Source: an optimization exercise on an open RTL-to-GDS flow (aim: small area). Production flows keep margins and buffers that such runs may drop. In this exercise RTL edits were held to simulation tests only and were not proved equivalent to the original. The clock port is modelled as an ideal driver, which makes a skipped or thinned clock tree look cheaper than it is; a real chip needs a root buffer or a tree.

==> tundra <==
==> flow/design.v <==
module hub75_bcm_ctl #(
  parameter int COLOR_COUNT = 3,
  parameter int COLOR_BITS = 4,
  parameter int COL_ADDR_BITS = 6,
  parameter int ROW_ADDR_BITS = 4,
  parameter int SECTIONS = 2,
  parameter int BLANK_CYCLES = 4,
  parameter int ON_UNIT = 8
) (
  input  logic clk,
  input  logic rst,
  input  logic enable,
  input  logic [7:0] brightness,
  input  logic [SECTIONS*COLOR_COUNT*(2**COL_ADDR_BITS)*COLOR_BITS-1:0] row_in,
  input  logic row_valid,
  output logic row_req,
  output logic [ROW_ADDR_BITS-1:0] next_row,
  output logic hub_clk,
  output logic hub_lat,
  output logic hub_noe,
  output logic [ROW_ADDR_BITS-1:0] hub_mux,
  output logic [SECTIONS*COLOR_COUNT-1:0] s_out,
  output logic frame_done
);
  localparam int C = 2**COL_ADDR_BITS;
  localparam int SC = SECTIONS*COLOR_COUNT;
  localparam int L = 255;
  localparam logic [1:0] P_IDLE = 2'd0, P_SHIFT = 2'd1, P_BLANK = 2'd2, P_DISP = 2'd3;
  logic [1:0] ph, ph_n;            
  logic [6:0] cnt, cnt_n;          
  logic [5:0] cnt_hi;
  assign cnt = {cnt_hi, hub_clk};
  logic [1:0] plane, plane_n;
  logic [6:0] br, br_n;            
  logic nreq;                      
  logic load, nload;
  logic sh, bl, dp, cin, e, req_n, done_n, lat_n;
  logic [5:0] up;
  logic [6:0] mask;
  assign load = row_req & row_valid;
  assign nload = nreq | ~row_valid;
  always_comb begin
    sh = ph == P_SHIFT;
    bl = ph == P_BLANK;
    dp = ph == P_DISP;
    cin = cnt[0] | ~sh;
    {e, up} = {1'b0, cnt[6:1]} + 7'(cin);
    ph_n = ph;
    plane_n = plane;
    req_n = row_req;
    done_n = 1'b0;
    case (ph)
      P_IDLE: begin
        req_n = row_req ? !row_valid : enable;
        if (load) ph_n = P_SHIFT;
      end
      P_SHIFT: if (e) begin
        ph_n = P_BLANK;
        plane_n = plane + 1'b1;
      end
      P_BLANK: if (e) ph_n = P_DISP;
      default: if (e) begin
        if (plane == 2'd0) begin
          ph_n = P_IDLE;
          req_n = enable;
          done_n = &next_row;
        end else begin
          ph_n = P_SHIFT;
        end
      end
    endcase
    case (plane)
      2'd1: mask = 7'b0001110;
      2'd2: mask = 7'b0000110;
      2'd3: mask = 7'b0000010;
      default: mask = 7'b0000000;
    endcase
    if (ph == P_IDLE) cnt_n = '0;
    else cnt_n = {up, sh & ~cnt[0]}
                 | (sh & e ? 7'b1101110 : 7'b0)
                 | (bl & e || dp & !e ? mask : 7'b0);
    lat_n = bl && cnt[4:1] == 4'b1010;
    br_n = bl & e ? {brightness[7:2], &brightness[1:0]} : br;
  end
  always_ff @(posedge clk) begin
    br <= br_n;
    cnt_hi <= cnt_n[6:1];
  end
  logic [SC-1:0][L-1:0] ring, rin;
  localparam int H0 = 63, H1 = 126, H2 = 190, H3 = 254;
  for (genvar b = 0; b < 4; b++) begin : g_pl
    for (genvar kk = (b == 0 ? 1 : 0); kk < C; kk++) begin : g_col
      localparam int HB = b == 0 ? H0 : b == 1 ? H1 : b == 2 ? H2 : H3;
      localparam int J = (2*(HB - kk)) % L;
      for (genvar i = 0; i < SC; i++) begin : g_ln
        assign rin[i][J] = row_in[(i*C + C-1 - kk)*COLOR_BITS + b];
      end
    end
  end
  always_ff @(posedge clk) begin
    for (int i = 0; i < SC; i++)
      for (int k = 0; k < L; k++)
        ring[i][k] <= ~((load | ring[i][(k+L-1)%L]) & (nload | rin[i][k]));
  end
  logic [SC-1:0] tap, s_n;
  always_comb
    for (int i = 0; i < SC; i++) begin
      case (plane)
        2'd0: tap[i] = ring[i][125];
        2'd1: tap[i] = ~ring[i][141];
        2'd2: tap[i] = ring[i][167];
        default: tap[i] = ~ring[i][209];
      endcase
      s_n[i] = load ? row_in[(i*C + C-1)*COLOR_BITS] :
               ph_n == P_SHIFT && (cnt_n[0] ? s_out[i] : tap[i]);
    end
  always_ff @(posedge clk or posedge rst) begin
    if (rst) begin
      ph <= P_IDLE;
      hub_clk <= 1'b0;
      plane <= '0;
      next_row <= '0;
      hub_lat <= 1'b0;
      hub_noe <= 1'b1;
      hub_mux <= '0;
      s_out <= '0;
      row_req <= 1'b0;
      nreq <= 1'b1;
      frame_done <= 1'b0;
    end else begin
      ph <= ph_n;
      hub_clk <= cnt_n[0];
      plane <= plane_n;
      if (dp && e && plane == 2'd0) next_row <= next_row + 1'b1;
      hub_lat <= lat_n;
      hub_noe <= !(ph_n == P_DISP && {cnt_n[6:1], 1'b1} <= br_n);
      if (lat_n) hub_mux <= next_row;
      s_out <= s_n;
      row_req <= req_n;
      nreq <= !req_n;
      frame_done <= done_n;
    end
  end
endmodule
==> flow/flow/run.sh <==
#!/bin/bash
# Standard ORFS layout, with minimum-size port buffers and the clock tree
# built by cts_tree.tcl (recursive-bisection clusters) in place of TritonCTS.
set -euo pipefail
# Leaves: inv_16 driving about 36 flip-flops; two levels of clkbuf_16 with
# fanout 4; a clkinv_16 root on the clock port (two inversions in all).
export CT_LEAF_SINKS=${CT_LEAF_SINKS:-34}
export CT_LEAF_BUF=${CT_LEAF_BUF:-sky130_fd_sc_hd__inv_16}
export CT_UP_BUFS=${CT_UP_BUFS:-"sky130_fd_sc_hd__clkbuf_16 sky130_fd_sc_hd__clkbuf_16"}
export CT_ROOT_BUF=${CT_ROOT_BUF:-sky130_fd_sc_hd__clkinv_16}
export CT_FANOUTS=${CT_FANOUTS:-"4 4"}
export CT_SLEW_TARGET=${CT_SLEW_TARGET:-0.112}
bash standard.sh \
  'BUFFER_PORTS_ARGS=-buffer_cell sky130_fd_sc_hd__buf_1' \
  "PRE_CTS_TCL=$PWD/flow/cts_tree.tcl" \
  finish > flow.log 2>&1
==> flow/flow/cts_tree.tcl <==
# Clock tree built by recursive bisection: the flip-flops are split into
# compact clusters of about CT_LEAF_SINKS sinks, each driven by one leaf
# buffer at its centre; the leaf buffers are split the same way into groups
# driven by mid buffers, which the root buffer drives. The clock port drives
# only the root buffer. Replaces clock_tree_synthesis in ORFS's cts.tcl.

proc ct_env {name default} {
  if {[info exists ::env($name)] && $::env($name) ne ""} { return $::env($name) }
  return $default
}

# items: list of {x y payload}; k: number of groups. Returns a list of groups.
proc ct_split {items k} {
  if {$k <= 1 || [llength $items] <= 1} { return [list $items] }
  set xs [lmap i $items {lindex $i 0}]
  set ys [lmap i $items {lindex $i 1}]
  set dx [expr {[tcl::mathfunc::max {*}$xs] - [tcl::mathfunc::min {*}$xs]}]
  set dy [expr {[tcl::mathfunc::max {*}$ys] - [tcl::mathfunc::min {*}$ys]}]
  set sorted [lsort -integer -index [expr {$dx >= $dy ? 0 : 1}] $items]
  set k1 [expr {$k / 2}]
  set k2 [expr {$k - $k1}]
  set n [llength $items]
  set n1 [expr {int(round(double($n) * $k1 / $k))}]
  return [concat [ct_split [lrange $sorted 0 [expr {$n1 - 1}]] $k1] \
                 [ct_split [lrange $sorted $n1 end] $k2]]
}

proc ct_centre {items} {
  set sx 0.0; set sy 0.0
  foreach i $items { set sx [expr {$sx + [lindex $i 0]}]; set sy [expr {$sy + [lindex $i 1]}] }
  set n [llength $items]
  return [list [expr {int($sx / $n)}] [expr {int($sy / $n)}]]
}

proc ct_add_buffer {block master name xy in_net out_net} {
  set inst [odb::dbInst_create $block $master $name]
  set w [$master getWidth]; set h [$master getHeight]
  $inst setLocation [expr {[lindex $xy 0] - $w / 2}] [expr {[lindex $xy 1] - $h / 2}]
  $inst setPlacementStatus PLACED
  [$inst findITerm A] connect $in_net
  foreach it [$inst getITerms] {
    if {[$it isOutputSignal]} { $it connect $out_net }
  }
  return $inst
}

proc ct_build {args} {
  set db [ord::get_db]
  set block [ord::get_db_block]
  set leaf_sinks [ct_env CT_LEAF_SINKS 20]
  set fanouts [ct_env CT_FANOUTS {8 4}]
  set leaf_master [$db findMaster [ct_env CT_LEAF_BUF sky130_fd_sc_hd__clkbuf_8]]
  set up_master [$db findMaster [ct_env CT_UP_BUF sky130_fd_sc_hd__clkbuf_16]]
  set root_master [$db findMaster [ct_env CT_ROOT_BUF sky130_fd_sc_hd__clkbuf_16]]
  set clk [$block findNet [ct_env CT_CLOCK_NET clk]]
  set sinks {}
  foreach it [$clk getITerms] {
    set b [[$it getInst] getBBox]
    lappend sinks [list [expr {([$b xMin] + [$b xMax]) / 2}] [expr {([$b yMin] + [$b yMax]) / 2}] $it]
  }
  # Level 0: the sinks grouped into leaf clusters. Each level's nodes are
  # {x y net} where net is the net the node's buffer will drive.
  set n [expr {int(ceil(double([llength $sinks]) / $leaf_sinks))}]
  set nodes {}
  set i 0
  foreach grp [ct_split $sinks $n] {
    set net [odb::dbNet_create $block ctnet_0_$i]
    $net setSigType CLOCK
    foreach s $grp {
      set it [lindex $s 2]
      $it disconnect
      $it connect $net
    }
    lappend nodes [list {*}[ct_centre $grp] $net]
    incr i
  }
  puts "ct_build: [llength $sinks] sinks, $n leaf buffers"
  set level 0
  set master $leaf_master
  # Each pass places the buffers for the current nodes, grouping them under
  # new parent nets, until a single node (the root) remains.
  while {1} {
    set fo [lindex $fanouts [expr {min($level, [llength $fanouts] - 1)}]]
    set np [expr {int(ceil(double([llength $nodes]) / $fo))}]
    if {[llength $nodes] == 1} { set np 0 }
    if {$np == 0} {
      set nd [lindex $nodes 0]
      set rm [expr {$level == 0 ? $master : $root_master}]
      ct_add_buffer $block $rm ctbuf_${level}_0 [lrange $nd 0 1] $clk [lindex $nd 2]
      break
    }
    set parents {}
    set j 0
    if {$level > 0} {
      set ups [ct_env CT_UP_BUFS ""]
      if {[llength $ups]} {
        set master [$db findMaster [lindex $ups [expr {min($level - 1, [llength $ups] - 1)}]]]
      }
    }
    foreach grp [ct_split $nodes $np] {
      set pnet [odb::dbNet_create $block ctnet_[expr {$level + 1}]_$j]
      $pnet setSigType CLOCK
      set k 0
      foreach nd $grp {
        ct_add_buffer $block $master ctbuf_${level}_${j}_$k [lrange $nd 0 1] $pnet [lindex $nd 2]
        incr k
      }
      lappend parents [list {*}[ct_centre $grp] $pnet]
      incr j
    }
    puts "ct_build: level [expr {$level + 1}]: $np buffers"
    set nodes $parents
    set master $up_master
    incr level
  }
  set_propagated_clock [all_clocks]
  ct_check_polarity $block $clk
  ct_split_leaves $block
  puts "ct_build: done"
}

# Every path from the clock port to a flip-flop must pass an even number of
# inverters; follow one path down and stop the flow if not.
proc ct_check_polarity {block clk} {
  set inv 0
  set net $clk
  while {1} {
    set next {}
    foreach it [$net getITerms] {
      if {[$it isInputSignal]} { set next [$it getInst]; break }
    }
    if {$next eq "" || ![string match ctbuf_* [$next getName]]} { break }
    if {[string match *inv* [[$next getMaster] getName]]} { incr inv }
    foreach it [$next getITerms] { if {[$it isOutputSignal]} { set net [$it getNet] } }
  }
  puts "ct_build: $inv inverting levels"
  if {$inv % 2} { error "ct_build: odd number of inverting levels in the clock tree" }
}

# Split each leaf cluster whose flip-flops see a clock slew above
# CT_SLEW_TARGET (ns, with placement parasitics) in two, the new half driven
# by a new leaf cell on the same parent net. Repeated CT_SPLIT_PASSES times.
proc ct_pin_xy {it} {
  set b [[$it getInst] getBBox]
  return [list [expr {([$b xMin] + [$b xMax]) / 2}] [expr {([$b yMin] + [$b yMax]) / 2}]]
}

proc ct_split_leaves {block} {
  set target [ct_env CT_SLEW_TARGET 0.115]
  set passes [ct_env CT_SPLIT_PASSES 3]
  set added 0
  for {set pass 0} {$pass < $passes} {incr pass} {
    estimate_parasitics -placement
    set bad {}
    foreach inst [$block getInsts] {
      if {![string match ctbuf_0_* [$inst getName]]} { continue }
      set worst 0
      foreach it [$inst getITerms] {
        if {![$it isOutputSignal]} { continue }
        foreach sink [[$it getNet] getITerms] {
          if {![$sink isInputSignal]} { continue }
          set pin [get_pins [$sink getName]]
          foreach e {rise fall} { set worst [expr {max($worst, [get_property $pin slew_max_$e])}] }
        }
      }
      if {$worst > $target} { lappend bad $inst }
    }
    if {![llength $bad]} { break }
    foreach inst $bad {
      set in_net [[$inst findITerm A] getNet]
      foreach it [$inst getITerms] { if {[$it isOutputSignal]} { set out_net [$it getNet] } }
      set sinks {}
      foreach sink [$out_net getITerms] {
        if {[$sink isInputSignal]} { lappend sinks [list {*}[ct_pin_xy $sink] $sink] }
      }
      if {[llength $sinks] < 2} { continue }
      lassign [ct_split $sinks 2] g1 g2
      set name [$inst getName]_s$pass
      set net [odb::dbNet_create $block ctnet_$name]
      $net setSigType CLOCK
      foreach s $g2 {
        set it [lindex $s 2]
        $it disconnect
        $it connect $net
      }
      ct_add_buffer $block [$inst getMaster] $name [ct_centre $g2] $in_net $net
      set xy [ct_centre $g1]
      set m [$inst getMaster]
      $inst setLocation [expr {[lindex $xy 0] - [$m getWidth] / 2}] [expr {[lindex $xy 1] - [$m getHeight] / 2}]
      incr added
    }
  }
  puts "ct_build: $added leaf clusters split"
}

rename clock_tree_synthesis ct_orig_clock_tree_synthesis
proc clock_tree_synthesis {args} { ct_build }
==> flow/standard.sh <==
#!/bin/bash
# synth_recipe.tcl (not shown) runs the flow's synth.tcl, then flattens the netlist and writes it again
# the make line also repeats each setting of config.mk as NAME=value (left out here)
make -C /OpenROAD-flow-scripts/flow DESIGN_CONFIG=/design/flow/config.mk WORK_HOME=/design/flow/orfs CLKGATE_MAP_FILE= SYNTH_SCRIPT=/design/flow/synth_recipe.tcl "${@:-finish}"
==> flow/config.mk <==
export PLATFORM = sky130hd
export DESIGN_NAME = hub75_bcm_ctl
export DESIGN_NICKNAME = hub75_bcm_ctl
export VERILOG_FILES = /design/flow/design.v
export SDC_FILE = /design/flow/constraint.sdc
export NUM_CORES = 4
export LEC_CHECK = 0
export CAP_MARGIN = 20
export CORE_AREA = 10 10 530 530
export DIE_AREA = 0 0 540 540
export PLACE_DENSITY = 0.7
export SLEW_MARGIN = 20
==> flow/constraint.sdc <==
create_clock -name core_clock -period 10.0 [get_ports {clk}]
set_input_delay 2.0000 -clock core_clock [delete_from_list [all_inputs] [get_ports {clk}]]
set_output_delay 2.0000 -clock core_clock [all_outputs]
set_load 0.01 [all_outputs]
==> sierra (differences from tundra) <==
--- a/flow/design.v
+++ b/flow/design.v
@@ -55,11 +55,9 @@
         if (load) ph_n = P_SHIFT;
       end
-      P_SHIFT: if (e) begin
-        ph_n = P_BLANK;
-        plane_n = plane + 1'b1;
-      end
+      P_SHIFT: if (e) ph_n = P_BLANK;
       P_BLANK: if (e) ph_n = P_DISP;
       default: if (e) begin
-        if (plane == 2'd0) begin
+        plane_n = plane + 1'b1;
+        if (plane == 2'd3) begin
           ph_n = P_IDLE;
           req_n = enable;
@@ -71,7 +69,7 @@
     endcase
     case (plane)
-      2'd1: mask = 7'b0001110;
-      2'd2: mask = 7'b0000110;
-      2'd3: mask = 7'b0000010;
+      2'd0: mask = 7'b0001110;
+      2'd1: mask = 7'b0000110;
+      2'd2: mask = 7'b0000010;
       default: mask = 7'b0000000;
     endcase
@@ -80,5 +78,5 @@
                  | (sh & e ? 7'b1101110 : 7'b0)
                  | (bl & e || dp & !e ? mask : 7'b0);
-    lat_n = bl && cnt[4:1] == 4'b1010;
+    lat_n = ph_n == P_BLANK && cnt_n == 7'b1110110;
     br_n = bl & e ? {brightness[7:2], &brightness[1:0]} : br;
   end
@@ -106,5 +104,5 @@
   always_comb
     for (int i = 0; i < SC; i++) begin
-      case (plane)
+      case (plane_n)
         2'd0: tap[i] = ring[i][125];
         2'd1: tap[i] = ~ring[i][141];
@@ -132,5 +130,5 @@
       hub_clk <= cnt_n[0];
       plane <= plane_n;
-      if (dp && e && plane == 2'd0) next_row <= next_row + 1'b1;
+      if (dp && e && plane == 2'd3) next_row <= next_row + 1'b1;
       hub_lat <= lat_n;
       hub_noe <= !(ph_n == P_DISP && {cnt_n[6:1], 1'b1} <= br_n);
--- a/flow/flow/run.sh
+++ b/flow/flow/run.sh
@@ -14,3 +14,4 @@
   'BUFFER_PORTS_ARGS=-buffer_cell sky130_fd_sc_hd__buf_1' \
   "PRE_CTS_TCL=$PWD/flow/cts_tree.tcl" \
+  'PLACE_PINS_ARGS=-min_distance 1 -min_distance_in_tracks' \
   finish > flow.log 2>&1
--- a/flow/config.mk
+++ b/flow/config.mk
@@ -7,6 +7,6 @@
 export LEC_CHECK = 0
 export CAP_MARGIN = 20
-export CORE_AREA = 10 10 530 530
-export DIE_AREA = 0 0 540 540
+export CORE_AREA = 10 10 350 350
+export DIE_AREA = 0 0 360 360
 export PLACE_DENSITY = 0.7
-export SLEW_MARGIN = 20
+export SLEW_MARGIN = 35
==> fjord (differences from tundra) <==
--- a/flow/design.v
+++ b/flow/design.v
@@ -55,11 +55,9 @@
         if (load) ph_n = P_SHIFT;
       end
-      P_SHIFT: if (e) begin
-        ph_n = P_BLANK;
-        plane_n = plane + 1'b1;
-      end
+      P_SHIFT: if (e) ph_n = P_BLANK;
       P_BLANK: if (e) ph_n = P_DISP;
       default: if (e) begin
-        if (plane == 2'd0) begin
+        plane_n = plane + 1'b1;
+        if (plane == 2'd3) begin
           ph_n = P_IDLE;
           req_n = enable;
@@ -71,7 +69,7 @@
     endcase
     case (plane)
-      2'd1: mask = 7'b0001110;
-      2'd2: mask = 7'b0000110;
-      2'd3: mask = 7'b0000010;
+      2'd0: mask = 7'b0001110;
+      2'd1: mask = 7'b0000110;
+      2'd2: mask = 7'b0000010;
       default: mask = 7'b0000000;
     endcase
@@ -80,5 +78,5 @@
                  | (sh & e ? 7'b1101110 : 7'b0)
                  | (bl & e || dp & !e ? mask : 7'b0);
-    lat_n = bl && cnt[4:1] == 4'b1010;
+    lat_n = ph_n == P_BLANK && cnt_n == 7'b1110110;
     br_n = bl & e ? {brightness[7:2], &brightness[1:0]} : br;
   end
@@ -106,5 +104,5 @@
   always_comb
     for (int i = 0; i < SC; i++) begin
-      case (plane)
+      case (plane_n)
         2'd0: tap[i] = ring[i][125];
         2'd1: tap[i] = ~ring[i][141];
@@ -132,5 +130,5 @@
       hub_clk <= cnt_n[0];
       plane <= plane_n;
-      if (dp && e && plane == 2'd0) next_row <= next_row + 1'b1;
+      if (dp && e && plane == 2'd3) next_row <= next_row + 1'b1;
       hub_lat <= lat_n;
       hub_noe <= !(ph_n == P_DISP && {cnt_n[6:1], 1'b1} <= br_n);
--- a/flow/config.mk
+++ b/flow/config.mk
@@ -10,3 +10,3 @@
 export DIE_AREA = 0 0 540 540
 export PLACE_DENSITY = 0.7
-export SLEW_MARGIN = 20
+export SLEW_MARGIN = 35
==> zinc (differences from tundra) <==
--- a/flow/config.mk
+++ b/flow/config.mk
@@ -9,4 +9,4 @@
 export CORE_AREA = 10 10 530 530
 export DIE_AREA = 0 0 540 540
-export PLACE_DENSITY = 0.7
-export SLEW_MARGIN = 20
+export PLACE_DENSITY = 0.5
+export SLEW_MARGIN = 25
==> key figures <==
Synthesis
  • Post-synthesis sequential area ratio: 0.7194
  • Cell Area, Synth: 43,770 um2

Global routing
  • Met2 usage: 0.2068

Outcome
  • Status: finished clean

CTS
  • Clock Latency Late Sink: 0.68 ns
The numbers above come from fjord.

==> key figures <==
Outcome
  • Status: finished clean

Synthesis
  • Post-synthesis sequential area ratio: 0.7222
  • Cell Area, Synth: 43,610 um2

CTS
  • Clock Latency Late Sink: 0.76 ns

Global routing
  • Met2 usage: 0.1905
The numbers above come from tundra.

==> key figures <==
Outcome
  • Status: finished clean

Synthesis
  • Post-synthesis sequential area ratio: 0.7194

CTS
  • Clock Latency Late Sink: 0.64 ns
  • Cts hold-fix bufs: 0

Global routing
  • Met2 usage: 0.3391

Timing
  • Final Max Tran Viols: 0
The numbers above come from sierra.

==> key figures <==
Outcome
  • Status: finished clean

Synthesis
  • Post-synthesis sequential area ratio: 0.7222
  • Cell Area, Synth: 43,610 um2

Timing
  • Total count of hold-check failures in the final report: 0

Global routing
  • Met2 usage: 0.2029
The numbers above come from zinc.

In every run of this note, the design's own scripts or RTL, not TritonCTS, make the clock network.

-- static timing again, ports no longer ideal --
How much do the figures lean on ideal ports? The routed layouts below were timed once more, with nothing changed but the port constraints.
Step 1, drivers: a clkbuf_16 drives clk and a buf_2 each remaining input, both assumed.
Step 2 times the ports against the registers' clock, not the clock port: input delays grow and output delays shrink by t, the midpoint of the rising clock arrivals with the driver on.
Slacks: ideal ports / drivers / drivers and shift; pairs: ideal ports / drivers.
run	shift t [ns]	setup slack, ns	latest minus earliest clock arrival (ns)	slew at the worst register clock pin (ns)
tundra	0.816	5.567 / 5.627 / 4.811	0.161 / 0.161	0.12 / 0.12
sierra	0.726	5.838 / 5.909 / 5.183	0.065 / 0.065	0.11 / 0.11
fjord	0.785	5.667 / 5.740 / 4.955	0.064 / 0.064	0.11 / 0.11
zinc	0.780	5.752 / 5.824 / 5.044	0.117 / 0.116	0.11 / 0.11
After both steps setup and hold are still met in every run listed. For tundra, which loses most, drivers alone change the setup slack by +0.060 ns; drivers and shift together by -0.756 ns.
